Context: an optimization exercise on an open-source flow, tuned for small area. The choices shown serve that exercise and are no tape-out recipe.
At most, simulation tests tie the RTL to the original design; equivalence was not proved.
Power is estimated from default activity; no workload was simulated.

==> run a <==
==> flow/design.v <==
package itbt_pkg;
   localparam int VALUE_WIDTH = 32;
   localparam int MAX_TRITS   = 21;
   localparam logic [31:0] POW    = 32'hcfd41b91;
   localparam logic [31:0] NEGPOW = 32'h302be46f;    
   localparam logic [31:0] THR_A  = 32'h67ea0dc9;
   localparam logic [31:0] THR_AN = 32'h1815f237;    
   localparam logic [31:0] THR_B  = 32'h22a359ee;
   localparam logic [31:0] THR_BN = 32'h5d5ca612;    
endpackage
import itbt_pkg::*;
module int_to_balanced_ternary_core (
   input  logic                                   clock,
   input  logic                                   reset,
   input  logic                                   start,
   output logic                                   busy,
   input  logic signed [itbt_pkg::VALUE_WIDTH-1:0] req_value,
   output logic                                   rsp_strobe,
   output logic signed [1:0]                      rsp_trit,
   output logic                                   rsp_last_trit
);
   logic        run_ff;
   logic [4:0]  pass_ff;
   logic [4:0]  bit_ff;
   logic [31:0] e_ff;
   logic        prev_ff;
   logic [1:0]  carry_ff;
   logic        ge_ff, le_ff;
   logic [1:0]  d_ff;           
   logic        started_ff;
   logic        first_bit, top_bit, last, pass0, mul3;
   logic        a, b, q, kge, kle;
   logic [2:0]  sum;
   logic        o, ge_in, le_in;
   assign first_bit = (bit_ff == 5'd0);
   assign top_bit   = (bit_ff == 5'd31);
   assign last      = (pass_ff == 5'd21);
   assign pass0     = (pass_ff == 5'd0);
   assign mul3      = (pass_ff[4:1] != 4'd0);
   assign busy          = run_ff & ~last;
   assign rsp_strobe    = run_ff & first_bit & (d_ff[0] | started_ff | last);
   assign rsp_trit      = d_ff;
   assign rsp_last_trit = last;
   assign a   = e_ff[0];
   assign b   = mul3 & ~first_bit & prev_ff;
   assign q   = d_ff[0] & (d_ff[1] ? itbt_pkg::POW[bit_ff] : itbt_pkg::NEGPOW[bit_ff]);
   assign sum = {2'b00, a} + {2'b00, b} + {2'b00, q} + (first_bit ? 3'd0 : {1'b0, carry_ff});
   assign o   = sum[0];
   assign kge = pass0 ? itbt_pkg::THR_A[bit_ff]  : itbt_pkg::THR_B[bit_ff];
   assign kle = pass0 ? itbt_pkg::THR_AN[bit_ff] : itbt_pkg::THR_BN[bit_ff];
   always_comb begin
      logic gp, lp;
      gp = first_bit | ge_ff;
      lp = first_bit | le_ff;
      if (top_bit) begin
         ge_in = ~o & gp;
         le_in = o & lp;
      end else begin
         ge_in = (o & ~kge) | (~(o ^ kge) & gp);
         le_in = (~o & kle) | (~(o ^ kle) & lp);
      end
   end
   always_ff @(posedge clock) begin
      if (reset) run_ff <= 1'b0;
      else       run_ff <= busy | start;
   end
   always_ff @(posedge clock) begin
      if (busy) begin
         {pass_ff, bit_ff} <= {pass_ff, bit_ff} + 10'd1;
         e_ff     <= {o, e_ff[31:1]};
         prev_ff  <= a;
         carry_ff <= sum[2:1];
         ge_ff    <= ge_in;
         le_ff    <= le_in;
         if (top_bit) d_ff <= {le_in, ge_in | le_in};
         if (first_bit & d_ff[0]) started_ff <= 1'b1;
      end else begin
         {pass_ff, bit_ff} <= 10'd0;
         e_ff       <= req_value;
         d_ff       <= 2'b00;
         started_ff <= 1'b0;
      end
   end
endmodule
==> flow/run.sh <==
#!/bin/bash
# synth_recipe.tcl (not shown) runs the flow's synth.tcl, then flattens the netlist and writes it again
# the make line also repeats each setting of config.mk as NAME=value (left out here)
make -C /OpenROAD-flow-scripts/flow DESIGN_CONFIG=/design/flow/config.mk WORK_HOME=/design/flow/orfs CLKGATE_MAP_FILE= SYNTH_SCRIPT=/design/flow/synth_recipe.tcl finish
==> flow/config.mk <==
export PLATFORM = sky130hd
export DESIGN_NAME = int_to_balanced_ternary_core
export DESIGN_NICKNAME = int_to_balanced_ternary_core
export VERILOG_FILES = /design/flow/design.v
export SDC_FILE = /design/flow/constraint.sdc
export NUM_CORES = 4
export LEC_CHECK = 0
export CAP_MARGIN = 20
export CORE_MARGIN = 2
export CORE_UTILIZATION = 40
export SLEW_MARGIN = 20
==> flow/constraint.sdc <==
create_clock -name core_clock -period 10.0 [get_ports {clock}]
set_input_delay 2.0000 -clock core_clock [delete_from_list [all_inputs] [get_ports {clock}]]
set_output_delay 2.0000 -clock core_clock [all_outputs]
set_load 0.01 [all_outputs]
==> run b (differences from run a) <==
--- a/flow/design.v
+++ b/flow/design.v
@@ -2,12 +2,8 @@
    localparam int VALUE_WIDTH = 32;
    localparam int MAX_TRITS   = 21;
-   localparam logic [31:0] POW    = 32'hcfd41b91;
-   localparam logic [31:0] NEGPOW = 32'h302be46f;    
-   localparam logic [31:0] THR_A  = 32'h67ea0dc9;
-   localparam logic [31:0] THR_AN = 32'h1815f237;    
-   localparam logic [31:0] THR_B  = 32'h22a359ee;
-   localparam logic [31:0] THR_BN = 32'h5d5ca612;    
+   localparam logic [31:0] POW   = 32'hcfd41b91;
+   localparam logic [31:0] KA    = 32'h67ea0dc8;
+   localparam logic [31:0] KB    = 32'h22a359ed;
 endpackage
-import itbt_pkg::*;
 module int_to_balanced_ternary_core (
    input  logic                                   clock,
@@ -26,11 +22,11 @@
    logic        prev_ff;
    logic [1:0]  carry_ff;
-   logic        ge_ff, le_ff;
+   logic        gt_ff, le_ff;
    logic [1:0]  d_ff;           
    logic        started_ff;
    logic        first_bit, top_bit, last, pass0, mul3;
-   logic        a, b, q, kge, kle;
+   logic        a, b, q, k, gp, lp;
    logic [2:0]  sum;
-   logic        o, ge_in, le_in;
+   logic        o, gt_in, le_in;
    assign first_bit = (bit_ff == 5'd0);
    assign top_bit   = (bit_ff == 5'd31);
@@ -44,19 +40,17 @@
    assign a   = e_ff[0];
    assign b   = mul3 & ~first_bit & prev_ff;
-   assign q   = d_ff[0] & (d_ff[1] ? itbt_pkg::POW[bit_ff] : itbt_pkg::NEGPOW[bit_ff]);
+   assign q   = d_ff[0] & (first_bit | (itbt_pkg::POW[bit_ff] ^ ~d_ff[1]));
    assign sum = {2'b00, a} + {2'b00, b} + {2'b00, q} + (first_bit ? 3'd0 : {1'b0, carry_ff});
    assign o   = sum[0];
-   assign kge = pass0 ? itbt_pkg::THR_A[bit_ff]  : itbt_pkg::THR_B[bit_ff];
-   assign kle = pass0 ? itbt_pkg::THR_AN[bit_ff] : itbt_pkg::THR_BN[bit_ff];
+   assign k  = pass0 ? itbt_pkg::KA[bit_ff] : itbt_pkg::KB[bit_ff];
+   assign gp = ~first_bit & gt_ff;
+   assign lp = first_bit | le_ff;
    always_comb begin
-      logic gp, lp;
-      gp = first_bit | ge_ff;
-      lp = first_bit | le_ff;
       if (top_bit) begin
-         ge_in = ~o & gp;
+         gt_in = ~o & gp;
          le_in = o & lp;
       end else begin
-         ge_in = (o & ~kge) | (~(o ^ kge) & gp);
-         le_in = (~o & kle) | (~(o ^ kle) & lp);
+         gt_in = (o & ~k) | (~(o ^ k) & gp);
+         le_in = (~o & ~k) | ((o ^ k) & lp);
       end
    end
@@ -71,7 +65,7 @@
          prev_ff  <= a;
          carry_ff <= sum[2:1];
-         ge_ff    <= ge_in;
+         gt_ff    <= gt_in;
          le_ff    <= le_in;
-         if (top_bit) d_ff <= {le_in, ge_in | le_in};
+         if (top_bit) d_ff <= {le_in, gt_in | le_in};
          if (first_bit & d_ff[0]) started_ff <= 1'b1;
       end else begin
==> flow/flow/run.sh (new file) <==
#!/bin/bash
# Standard ORFS layout, with plain buf_1 cells as the port buffers and a
# small clock tree without dummy loads. Each tool's output goes to its own log.
set -euo pipefail
export BUFFER_PORTS_ARGS="-buffer_cell sky130_fd_sc_hd__buf_1"
export CTS_ARGS="-sink_clustering_enable -repair_clock_nets -dont_use_dummy_load"
bash standard.sh synth > synth.log 2>&1
bash standard.sh finish > layout.log 2>&1
==> flow/standard.sh (new file) <==
#!/bin/bash
# synth_recipe.tcl (not shown) runs the flow's synth.tcl, then flattens the netlist and writes it again
# the make line also repeats each setting of config.mk as NAME=value (left out here)
make -C /OpenROAD-flow-scripts/flow DESIGN_CONFIG=/design/flow/config.mk WORK_HOME=/design/flow/orfs CLKGATE_MAP_FILE= SYNTH_SCRIPT=/design/flow/synth_recipe.tcl "${@:-finish}"
removed: flow/run.sh
==> run c (differences from run a) <==
--- a/flow/design.v
+++ b/flow/design.v
@@ -2,12 +2,8 @@
    localparam int VALUE_WIDTH = 32;
    localparam int MAX_TRITS   = 21;
-   localparam logic [31:0] POW    = 32'hcfd41b91;
-   localparam logic [31:0] NEGPOW = 32'h302be46f;    
-   localparam logic [31:0] THR_A  = 32'h67ea0dc9;
-   localparam logic [31:0] THR_AN = 32'h1815f237;    
-   localparam logic [31:0] THR_B  = 32'h22a359ee;
-   localparam logic [31:0] THR_BN = 32'h5d5ca612;    
+   localparam logic [31:0] POW   = 32'hcfd41b91;
+   localparam logic [31:0] KA    = 32'h67ea0dc8;
+   localparam logic [31:0] KB    = 32'h22a359ed;
 endpackage
-import itbt_pkg::*;
 module int_to_balanced_ternary_core (
    input  logic                                   clock,
@@ -26,11 +22,11 @@
    logic        prev_ff;
    logic [1:0]  carry_ff;
-   logic        ge_ff, le_ff;
+   logic        gt_ff, le_ff;
    logic [1:0]  d_ff;           
    logic        started_ff;
    logic        first_bit, top_bit, last, pass0, mul3;
-   logic        a, b, q, kge, kle;
+   logic        a, b, q, k, gp, lp;
    logic [2:0]  sum;
-   logic        o, ge_in, le_in;
+   logic        o, gt_in, le_in;
    assign first_bit = (bit_ff == 5'd0);
    assign top_bit   = (bit_ff == 5'd31);
@@ -44,19 +40,17 @@
    assign a   = e_ff[0];
    assign b   = mul3 & ~first_bit & prev_ff;
-   assign q   = d_ff[0] & (d_ff[1] ? itbt_pkg::POW[bit_ff] : itbt_pkg::NEGPOW[bit_ff]);
+   assign q   = d_ff[0] & (first_bit | (itbt_pkg::POW[bit_ff] ^ ~d_ff[1]));
    assign sum = {2'b00, a} + {2'b00, b} + {2'b00, q} + (first_bit ? 3'd0 : {1'b0, carry_ff});
    assign o   = sum[0];
-   assign kge = pass0 ? itbt_pkg::THR_A[bit_ff]  : itbt_pkg::THR_B[bit_ff];
-   assign kle = pass0 ? itbt_pkg::THR_AN[bit_ff] : itbt_pkg::THR_BN[bit_ff];
+   assign k  = pass0 ? itbt_pkg::KA[bit_ff] : itbt_pkg::KB[bit_ff];
+   assign gp = ~first_bit & gt_ff;
+   assign lp = first_bit | le_ff;
    always_comb begin
-      logic gp, lp;
-      gp = first_bit | ge_ff;
-      lp = first_bit | le_ff;
       if (top_bit) begin
-         ge_in = ~o & gp;
+         gt_in = ~o & gp;
          le_in = o & lp;
       end else begin
-         ge_in = (o & ~kge) | (~(o ^ kge) & gp);
-         le_in = (~o & kle) | (~(o ^ kle) & lp);
+         gt_in = (o & ~k) | (~(o ^ k) & gp);
+         le_in = (~o & ~k) | ((o ^ k) & lp);
       end
    end
@@ -71,7 +65,7 @@
          prev_ff  <= a;
          carry_ff <= sum[2:1];
-         ge_ff    <= ge_in;
+         gt_ff    <= gt_in;
          le_ff    <= le_in;
-         if (top_bit) d_ff <= {le_in, ge_in | le_in};
+         if (top_bit) d_ff <= {le_in, gt_in | le_in};
          if (first_bit & d_ff[0]) started_ff <= 1'b1;
       end else begin
==> flow/flow/run.sh (new file) <==
#!/bin/bash
# ORFS layout of the standard flow's config, with three changes: synthesis maps the logic with an
# area-oriented ABC script (flip-flops are mapped before ABC, exactly as in the standard
# synthesis), the port buffers are plain buf_1 cells, and the clock tree is built
# without dummy loads. Each tool's output goes to a log of its own.
set -euo pipefail
W=$(pwd)
export AREA_ABC_SCRIPT=$W/flow/area.abc
export BUFFER_PORTS_ARGS="-buffer_cell sky130_fd_sc_hd__buf_1"
export CTS_ARGS="${CTS_ARGS_OVERRIDE:--sink_clustering_enable -repair_clock_nets -dont_use_dummy_load -sink_clustering_size 30 -sink_clustering_max_diameter 300 -buf_list sky130_fd_sc_hd__clkbuf_8}"
sed "s#SYNTH_SCRIPT=[^ ]*#SYNTH_SCRIPT=$W/flow/synth_area.tcl#" standard.sh > synth_area.sh
bash synth_area.sh synth > synth.log 2>&1
bash standard.sh finish > layout.log 2>&1
==> flow/flow/area.abc (new file) <==
strash
&get -n
&dch -f
&nf -R 1000
&put
topo
==> flow/flow/synth_area.tcl (new file) <==
proc synth {args} { yosys synth -nofsm -noshare {*}$args }
proc abc {args} {
  set i [lsearch -exact $args -script]
  if { $i >= 0 } { set args [lreplace $args $i [expr { $i + 1 }]] }
  yosys abc -script $::env(AREA_ABC_SCRIPT) {*}$args
}
source $::env(SCRIPTS_DIR)/synth.tcl
# left out here: clear keep_hierarchy, flatten, clean up, hide names made inside functions, write 1_2_yosys.v
==> flow/standard.sh (new file) <==
#!/bin/bash
# synth_recipe.tcl (not shown) runs the flow's synth.tcl, then flattens the netlist and writes it again
# the make line also repeats each setting of config.mk as NAME=value (left out here)
make -C /OpenROAD-flow-scripts/flow DESIGN_CONFIG=/design/flow/config.mk WORK_HOME=/design/flow/orfs CLKGATE_MAP_FILE= SYNTH_SCRIPT=/design/flow/synth_recipe.tcl "${@:-finish}"
removed: flow/run.sh
==> run d (differences from run a) <==
--- a/flow/design.v
+++ b/flow/design.v
@@ -2,12 +2,8 @@
    localparam int VALUE_WIDTH = 32;
    localparam int MAX_TRITS   = 21;
-   localparam logic [31:0] POW    = 32'hcfd41b91;
-   localparam logic [31:0] NEGPOW = 32'h302be46f;    
-   localparam logic [31:0] THR_A  = 32'h67ea0dc9;
-   localparam logic [31:0] THR_AN = 32'h1815f237;    
-   localparam logic [31:0] THR_B  = 32'h22a359ee;
-   localparam logic [31:0] THR_BN = 32'h5d5ca612;    
+   localparam logic [31:0] POW   = 32'hcfd41b91;
+   localparam logic [31:0] KA    = 32'h67ea0dc8;
+   localparam logic [31:0] KB    = 32'h22a359ed;
 endpackage
-import itbt_pkg::*;
 module int_to_balanced_ternary_core (
    input  logic                                   clock,
@@ -26,11 +22,11 @@
    logic        prev_ff;
    logic [1:0]  carry_ff;
-   logic        ge_ff, le_ff;
+   logic        gt_ff, le_ff;
    logic [1:0]  d_ff;           
    logic        started_ff;
    logic        first_bit, top_bit, last, pass0, mul3;
-   logic        a, b, q, kge, kle;
+   logic        a, b, q, k, gp, lp;
    logic [2:0]  sum;
-   logic        o, ge_in, le_in;
+   logic        o, gt_in, le_in;
    assign first_bit = (bit_ff == 5'd0);
    assign top_bit   = (bit_ff == 5'd31);
@@ -44,19 +40,17 @@
    assign a   = e_ff[0];
    assign b   = mul3 & ~first_bit & prev_ff;
-   assign q   = d_ff[0] & (d_ff[1] ? itbt_pkg::POW[bit_ff] : itbt_pkg::NEGPOW[bit_ff]);
+   assign q   = d_ff[0] & (first_bit | (itbt_pkg::POW[bit_ff] ^ ~d_ff[1]));
    assign sum = {2'b00, a} + {2'b00, b} + {2'b00, q} + (first_bit ? 3'd0 : {1'b0, carry_ff});
    assign o   = sum[0];
-   assign kge = pass0 ? itbt_pkg::THR_A[bit_ff]  : itbt_pkg::THR_B[bit_ff];
-   assign kle = pass0 ? itbt_pkg::THR_AN[bit_ff] : itbt_pkg::THR_BN[bit_ff];
+   assign k  = pass0 ? itbt_pkg::KA[bit_ff] : itbt_pkg::KB[bit_ff];
+   assign gp = ~first_bit & gt_ff;
+   assign lp = first_bit | le_ff;
    always_comb begin
-      logic gp, lp;
-      gp = first_bit | ge_ff;
-      lp = first_bit | le_ff;
       if (top_bit) begin
-         ge_in = ~o & gp;
+         gt_in = ~o & gp;
          le_in = o & lp;
       end else begin
-         ge_in = (o & ~kge) | (~(o ^ kge) & gp);
-         le_in = (~o & kle) | (~(o ^ kle) & lp);
+         gt_in = (o & ~k) | (~(o ^ k) & gp);
+         le_in = (~o & ~k) | ((o ^ k) & lp);
       end
    end
@@ -71,7 +65,7 @@
          prev_ff  <= a;
          carry_ff <= sum[2:1];
-         ge_ff    <= ge_in;
+         gt_ff    <= gt_in;
          le_ff    <= le_in;
-         if (top_bit) d_ff <= {le_in, ge_in | le_in};
+         if (top_bit) d_ff <= {le_in, gt_in | le_in};
          if (first_bit & d_ff[0]) started_ff <= 1'b1;
       end else begin
==> flow/flow/run.sh (new file) <==
#!/bin/bash
# Standard ORFS layout, with plain buf_1 cells as the port buffers and a
# single-level clock tree of one strong buffer. Each tool's output goes to its own log.
set -euo pipefail
export BUFFER_PORTS_ARGS="-buffer_cell sky130_fd_sc_hd__buf_1"
export CTS_ARGS="-repair_clock_nets -dont_use_dummy_load -buf_list sky130_fd_sc_hd__clkbuf_16 -root_buf sky130_fd_sc_hd__clkbuf_16"
bash standard.sh synth > synth.log 2>&1
bash standard.sh finish > layout.log 2>&1
==> flow/standard.sh (new file) <==
#!/bin/bash
# synth_recipe.tcl (not shown) runs the flow's synth.tcl, then flattens the netlist and writes it again
# the make line also repeats each setting of config.mk as NAME=value (left out here)
make -C /OpenROAD-flow-scripts/flow DESIGN_CONFIG=/design/flow/config.mk WORK_HOME=/design/flow/orfs CLKGATE_MAP_FILE= SYNTH_SCRIPT=/design/flow/synth_recipe.tcl "${@:-finish}"
removed: flow/run.sh
==> run_results.csv <==
group,metric,value,unit
synthesis,synth_area_leaders,"dfxtp_1 45%, nor2_1 21%, edfxtp_1 7.3%",
power_and_ir_drop,ir_drop,0.0000763,V
timing,worstMarginPinSlew,0.487,ns
synthesis,synth_fp_nets,290,
final_layout,final_util,47.2,%
final_layout,fin_nets,338,
outcome,status,"complete, no violations",
final_layout,multiInputGateArea,942,sq um
place,place_area,2300,sq um
setup_path,crit_fanout,43,
The numbers above come from run c.

==> run_results.csv <==
group,metric,value,unit
final_layout,final_util,47.8,%
setup_path,crit_fanout,12,
outcome,status,"complete, no violations",
power_and_ir_drop,ir_drop,0.0000785,V
place,place_area,2350,sq um
timing,worstMarginPinSlew,0.597,ns
synthesis,synth_fp_nets,305,
grt,top_usage_layer,"met2",
synthesis,synth_area_leaders,"dfxtp_1 43%, nand2_1 18%, edfxtp_1 7.0%",
final_layout,fin_nets,338,
final_layout,multiInputGateArea,986,sq um
The numbers above come from run d.

==> run_results.csv <==
group,metric,value,unit
timing,worstMarginPinSlew,0.600,ns
place,place_area,2350,sq um
power_and_ir_drop,ir_drop,0.0000927,V
final_layout,final_util,46.7,%
detailed_routing,num_vias,1652,
final_layout,multiInputGateArea,986,sq um
synthesis,synth_fp_nets,305,
final_layout,fin_nets,338,
synthesis,synth_area_leaders,"dfxtp_1 43%, nand2_1 18%, edfxtp_1 7.0%",
outcome,status,"complete, no violations",
floorplan,rows,26,
The numbers above come from run b.

==> run_results.csv <==
group,metric,value,unit
setup_path,crit_fanout,16,
outcome,status,"complete, no violations",
place,dp_hpwl,3420,um
final_layout,final_cells,401,
synthesis,synth_fp_nets,339,
final_layout,fin_nets,372,
final_layout,final_util,50.3,%
final_layout,multiInputGateArea,1230,sq um
timing,worstMarginPinSlew,0.690,ns
power_and_ir_drop,ir_drop,0.0000863,V
synthesis,synth_area_leaders,"dfxtp_1 38%, nand2_1 16%, edfxtp_1 6.2%",
final_layout,dominant_cells,"multi-input combinational cells",
The numbers above come from run a.

Only the layout flow was run in run b, run c and run d; the RTL was not checked for function there.

static timing again, ports no longer ideal:
How much do the figures lean on ideal ports? The routed layouts below were timed once more, with nothing changed but the port constraints. Step 1, drivers: a clkbuf_16 drives clock and a buf_2 each remaining input, both assumed. Step 2 also shifts input and output timing later by t, the mid clock arrival at the registers, as if the neighbouring blocks saw the same clock. Three values: ideal, step 1, step 2; two values: the first two.
run	shift t [ns]	setup WS [ns]	hold slack, ns	clock arrival spread, ns	worst slew at a driven data input, ns
run a	0.331	5.589 / 5.559 / 5.890	0.420 / 0.420 / 0.420	0.007 / 0.008	0.04
run b	0.320	5.965 / 5.937 / 6.257	0.418 / 0.418 / 0.418	0.011 / 0.012	0.03
run c	0.315	6.129 / 6.103 / 6.415	0.440 / 0.440 / 0.440	0.018 / 0.019	0.03
run d	0.309	5.987 / 5.954 / 6.264	0.414 / 0.414 / 0.414	0.008 / 0.007	0.03
After both steps every run listed still meets setup and hold.
